Source: an optimization exercise on an open RTL-to-GDS flow (aim: small area and a short achievable clock period). Production flows keep margins and buffers that such runs may drop.
In this exercise RTL edits were held to simulation tests only and were not proved equivalent to the original.
Power and IR drop assume default switching activity.

==> flow/design.v <==
package sync_ram_fifo_pkg;
    localparam int FIFO_DEF_DATA_WIDTH = 8;
    localparam int FIFO_DEF_DEPTH      = 256;
    localparam int FIFO_AFULL_MARGIN   = 4;
    localparam int FIFO_DEF_AEMPTY_LVL = 4;
    localparam int FIFO_MIN_DEPTH      = 4;
    function automatic bit is_pow2(input int v);
        is_pow2 = (v > 0) && ((v & (v - 1)) == 0);
    endfunction
endpackage
module fifo_mem #(
    parameter int DATA_WIDTH = 8,
    parameter int DEPTH      = 256
) (
    input  logic                     clk,
    input  logic                     rst,
    input  logic                     we,
    input  logic [$clog2(DEPTH)-1:0] waddr,
    input  logic [DATA_WIDTH-1:0]    wdata,
    input  logic                     re,
    input  logic [$clog2(DEPTH)-1:0] raddr,
    output logic [DATA_WIDTH-1:0]    rdata
);
    logic [DATA_WIDTH-1:0] mem [DEPTH];
    logic [DATA_WIDTH-1:0] rdata_q;
    logic [DATA_WIDTH-1:0] rdata_d;
    always_ff @(posedge clk) begin
        if (we) begin
            mem[waddr] <= wdata;
        end
    end
    always_comb begin
        rdata_d = rdata_q;
        if (re) begin
            rdata_d = mem[raddr];
        end
    end
    always_ff @(posedge clk) begin
        if (rst) begin
            rdata_q <= '0;
        end else begin
            rdata_q <= rdata_d;
        end
    end
    assign rdata = rdata_q;
endmodule
module sync_ram_fifo
#(
    parameter int DATA_WIDTH = sync_ram_fifo_pkg::FIFO_DEF_DATA_WIDTH,
    parameter int DEPTH      = sync_ram_fifo_pkg::FIFO_DEF_DEPTH,
    parameter int AFULL_LVL  = DEPTH - sync_ram_fifo_pkg::FIFO_AFULL_MARGIN,
    parameter int AEMPTY_LVL = sync_ram_fifo_pkg::FIFO_DEF_AEMPTY_LVL
) (
    input  logic                       clk,
    input  logic                       rst,
    input  logic                       wr_en,
    input  logic [DATA_WIDTH-1:0]      data_in,
    input  logic                       rd_en,
    output logic [DATA_WIDTH-1:0]      data_out,
    output logic                       full,
    output logic                       empty,
    output logic [$clog2(DEPTH):0]     count,
    output logic                       overflow,
    output logic                       underflow
    ,
    output logic                       almost_full,
    output logic                       almost_empty
);
    localparam int AW = $clog2(DEPTH);
    localparam int PW = AW + 1;
    if (!sync_ram_fifo_pkg::is_pow2(DEPTH) || DEPTH < sync_ram_fifo_pkg::FIFO_MIN_DEPTH ||
        AFULL_LVL < 0 || AFULL_LVL > DEPTH ||
        AEMPTY_LVL < 0 || AEMPTY_LVL > DEPTH) begin : g_bad_cfg
        $error("sync_ram_fifo: illegal DEPTH or threshold");
    end
    logic [PW-1:0] wr_ptr_q;
    logic [PW-1:0] wr_ptr_d;
    logic [PW-1:0] rd_ptr_q;
    logic [PW-1:0] rd_ptr_d;
    logic          overflow_q;
    logic          overflow_d;
    logic          underflow_q;
    logic          underflow_d;
    logic          wr_ok;
    logic          rd_ok;
    always_comb begin
        empty = (wr_ptr_q == rd_ptr_q);
        full  = (wr_ptr_q[AW-1:0] == rd_ptr_q[AW-1:0]) &&
                (wr_ptr_q[AW] != rd_ptr_q[AW]);
        count = wr_ptr_q - rd_ptr_q;
    end
    always_comb begin
        wr_ok       = wr_en && !full;
        rd_ok       = rd_en && !empty;
        wr_ptr_d    = wr_ptr_q + {{AW{1'b0}}, wr_ok};
        rd_ptr_d    = rd_ptr_q + {{AW{1'b0}}, rd_ok};
        overflow_d  = wr_en && full;
        underflow_d = rd_en && empty;
    end
    always_ff @(posedge clk) begin
        if (rst) begin
            wr_ptr_q    <= '0;
            rd_ptr_q    <= '0;
            overflow_q  <= 1'b0;
            underflow_q <= 1'b0;
        end else begin
            wr_ptr_q    <= wr_ptr_d;
            rd_ptr_q    <= rd_ptr_d;
            overflow_q  <= overflow_d;
            underflow_q <= underflow_d;
        end
    end
    assign overflow  = overflow_q;
    assign underflow = underflow_q;
    always_comb begin
        almost_full  = (count >= PW'(AFULL_LVL));
        almost_empty = (count <= PW'(AEMPTY_LVL));
    end
    fifo_mem #(
        .DATA_WIDTH (DATA_WIDTH),
        .DEPTH      (DEPTH)
    ) u_mem (
        .clk   (clk),
        .rst   (rst),
        .we    (wr_ok && !rst),
        .waddr (wr_ptr_q[AW-1:0]),
        .wdata (data_in),
        .re    (rd_ok),
        .raddr (rd_ptr_q[AW-1:0]),
        .rdata (data_out)
    );
endmodule
==> flow/run.sh <==
#!/bin/bash
# synth_recipe.tcl (not shown) runs the flow's synth.tcl, then flattens the netlist and writes it again
# the make line also repeats each setting of config.mk as NAME=value (left out here)
make -C /OpenROAD-flow-scripts/flow DESIGN_CONFIG=/design/flow/config.mk WORK_HOME=/design/flow/orfs CLKGATE_MAP_FILE= SYNTH_SCRIPT=/design/flow/synth_recipe.tcl finish
==> flow/config.mk <==
export PLATFORM = sky130hd
export DESIGN_NAME = sync_ram_fifo
export DESIGN_NICKNAME = sync_ram_fifo
export VERILOG_FILES = /design/flow/design.v
export SDC_FILE = /design/flow/constraint.sdc
export NUM_CORES = 4
export LEC_CHECK = 0
export CAP_MARGIN = 20
export CORE_MARGIN = 2
export CORE_UTILIZATION = 30
export SLEW_MARGIN = 20
==> flow/constraint.sdc <==
create_clock -name core_clock -period 6.0 [get_ports {clk}]
set_input_delay 1.2000 -clock core_clock [delete_from_list [all_inputs] [get_ports {clk}]]
set_output_delay 1.2000 -clock core_clock [all_outputs]
set_load 0.01 [all_outputs]
==> impl_metrics.json <==
{
  "rsz0062_at_grt": "no",
  "startpoint": "rd_ptr_q[7]",
  "ir_drop_uv": 304.7,
  "p_total_uw": 31770,
  "finalWeightedCongestion": 0.8437,
  "holdWs_ns": 0.5017,
  "synth_top_flop_cell": "edfxtp_1",
  "postRouteAntennaNets": 0,
  "slowest_delay_ns": 0.58,
  "vias": 40430,
  "clock.fmax_mhz": 192.7,
  "rows": 190,
  "nNetsFinal": 4032,
  "grt_max_degree": 177,
  "status": "finished clean",
  "antenna_found_initial": 9,
  "min_path_cells": 2,
  "root_buffer": "clkbuf_16",
  "grtUsageMet2_pct": 24.60,
  "viasPerCell": 5.233,
  "portBuffers": 34,
  "syn_area_um2": 81120,
  "dpl.cell_count": 7358,
  "synth_top_area_share_pct": 75.81,
  "cts_tree": "done",
  "relSlewSlack_pct": 20.81,
  "finalNonFillerCells": 7727,
  "r2r_start": "rd_ptr_q[7]",
  "hold_buffers": 0,
  "min_from": "wr_ptr_q[8]",
  "start_util_pct": 30.22,
  "post-route-min-period_ns": 5.190,
  "die-area_um2": 274600,
  "drc": 0,
  "finalCritPeriodShare_pct": 86.50,
  "numCtsBuffers": 198,
  "core-area_um2": 268400,
  "yosys_warnings": 2,
  "first_pass_iters": 5,
  "syn_avg_cell_area_um2": 20.73,
  "global_route.usage.met3_pct": 3.570,
  "dp_hpwl_um": 128100,
  "arrival_ns": 3.99,
  "ys_async_sr_fraction_pct": 0,
  "r2r_setup_slack_ns": 1.13,
  "die_h_um": 524,
  "r2r-end": "u_mem.mem[244][0]",
  "skew_ns": 0.03337,
  "track_usage_pct": 15.73,
  "area_delta_synth_final_pct": 13.30,
  "critical_path_required_ns": 4.80,
  "ios": 35,
  "path_cells": "buf_4 -> clkinv_1 -> ha_1 -> nand4_1 -> a21oi_1 -> a211oi_1 -> xor2_1 -> a2111o_1 -> nor4_1 -> clkdlybuf4s50_1",
  "grt_pass1_vias": 40250,
  "clk_path_buf_depth": 3,
  "r2r_cells": 10,
  "tns_ns": 0,
  "ys_top_cells_by_area": "edfxtp_1 (76%), mux4_2 (13%), mux2i_1 (2.6%)",
  "wl_um": 219000,
  "critical_path_class": "reg2out",
  "worstSetupEndpointType": "primary output",
  "slew_viol_final": 0,
  "cap_viol_max_count": 0,
  "p_leak_uw": 0.02736,
  "cts_resized": 0,
  "grtUsageMet1_pct": 21.42,
  "postCtsSetupBuffers": 0,
  "gr-max-usage-layer": "met2",
  "post_drt_wl_per_cell_um": 28.34,
  "synth_cell_types": 68,
  "holdPathEnd": "wr_ptr_q[8]",
  "insertion_delay_ns": 0.83,
  "cts.reportedPaths.clkPinSlew_ns": 0.06,
  "hold_viol_final": 0,
  "syn-num-nets": 3938,
  "synthTopCellsByCount": "edfxtp_1 (2,048), mux4_2 (465), nor2_1 (319)",
  "synth_edf_count": 2048,
  "syn_inst": 3913,
  "grt_remaining_overflow": 0,
  "synth-seq-cells": 2076,
  "post-synth-top-count-cell": "edfxtp_1",
  "drive_gt1_share_pct": 20.93,
  "first_iter_violations": 5800,
  "tightest_slew_ns": 1.188,
  "powerDensity_nw_per_um2": 345.6,
  "yosysSeqAreaShare_pct": 76.50,
  "die_w_um": 524,
  "clock-sinks": 2076,
  "path_max_fanout": 11,
  "hold_path_class": "reg2reg",
  "ctsHtreeMaxLevel": 4,
  "setup_viol": 0,
  "slowest_stage": "clkdlybuf4s50_1",
  "start_kind": "register",
  "grt_pass1_wl_um": 310200,
  "synth.largest_area_cell": "edfxtp_1"
}
worst max path at each step:
stage                                   end  slack (ns)
after floorplan                almost_empty        1.52
after global placement    u_mem.mem[116][0]        1.29
after detailed placement  u_mem.mem[117][0]        1.27
after CTS                      almost_empty        0.81
after global routing           almost_empty        0.71
final                          almost_empty        0.81
flip-flops by register name, indices dropped and copies added, names as in the netlist:
| signal | cells |
|---|---|
| wr_ptr_q | 9 |
| u_mem.mem | 2048 |
| u_mem.rdata_q | 8 |
| rd_ptr_q | 9 |
| underflow_q | 1 |
| overflow_q | 1 |
through the flow:
stage               utilization (%)  worst slack (ns)  area (um^2)
global placement              31.87             1.288        85550
floorplan                         -             1.523        81120
finish                        34.24            0.8098        91910
global route                  34.24            0.7081        91900
CTS                           34.23            0.8117        91870
detailed placement            31.88             1.267        85570
cell families (layout without fill, tap and decap cells):
| logic type | count (synthesis) | after routing | synth area share, % |
|---|---|---|---|
| multiplexers | 683 | 683 | 15.61 |
| other | 0 | 4 | 0 |
| adder cells (fa/ha/maj) | 13 | 13 | 0.2098 |
| flip-flops | 2076 | 2076 | 76.50 |
| XOR/XNOR | 18 | 18 | 0.1943 |
| AND/OR/NAND/NOR | 556 | 556 | 2.898 |
| AO/OA/AOI/OAI | 319 | 319 | 2.809 |
| buffers and inverters | 248 | 506 | 1.772 |
cell type report:
type                       count  area [um^2]
fill                       24660       176500
sequential                  2076        62080
multi-input combinational   1589        17730
clock buffer                 245         5174
tap                         3552         4444
timing repair buffer         127         1289
clock inverter               119         1126
inverter                      15        61.31
antenna                        4        10.01
worst max-delay path, delay by kind of cell (launching register included):
| family | cells | cell delay [ns] |
|---|---|---|
| buffers and inverters | 3 | 1.21 |
| AO/OA/AOI/OAI | 3 | 0.64 |
| adder cells (fa/ha/maj) | 1 | 0.51 |
| AND/OR/NAND/NOR | 2 | 0.32 |
| flip-flops | 1 | 0.31 |
| XOR/XNOR | 1 | 0.15 |
cells in the final DEF, fill, tap and decap left out, drive strengths merged, types with 11 or more instances in the layout:
cell type	netlist	layout
a211oi	24	24
o22ai	28	28
buf	124	93
dfxtp	28	28
nor2b	20	20
bufinv	0	20
edfxtp	2048	2048
nor3	17	17
nor2	319	319
mux2i	209	209
nand2	121	121
clkinv	3	88
nand3	22	22
ha	12	12
and2	11	11
a22oi	31	31
o21ai	45	45
inv	12	22
mux4	465	465
clkdlybuf4s50	0	26
clkbuf	109	253
a2111oi	16	16
a221oi	34	34
a21oi	51	51
o221ai	29	29
where the power goes:
| group | total, uW | switching [uW] | internal [uW] |
|---|---|---|---|
| clock | 12300 | 5370 | 6970 |
| combinational | 3420 | 1880 | 1540 |
| sequential | 16000 | 67.1 | 15900 |
metal layers:
layer  vias up  part of all wire, %
met4         0                  3.7
met5         -                    0
li1      16430                    -
met3       381                  8.5
met2      1938                   47
met1     21690                   41

[re-timing with driven ports]
The results above use ideal ports. As a check the final layout listed here was re-extracted and re-timed, cells and wires unchanged.
Step 1, drivers: a clkbuf_16 drives clk and a buf_2 each remaining input, both assumed.
Step 2 adds t to the input delays and takes it off the output delays; t is the mean of the earliest and latest rising clock arrival at the registers after step 1. Input paths then give back, and output paths get back, about the clock's delay inside the block.
a / b / c = ideal / step 1 / step 2; a / b = the first two.
shift t [ns]: 0.902
setup slack, ns: 0.810 / 0.726 / 1.134
worst setup path at the end: register to register
After both steps this run still meets setup and hold. The setup slack of this run moves by -0.084 ns with the drivers and by +0.324 ns with both steps.
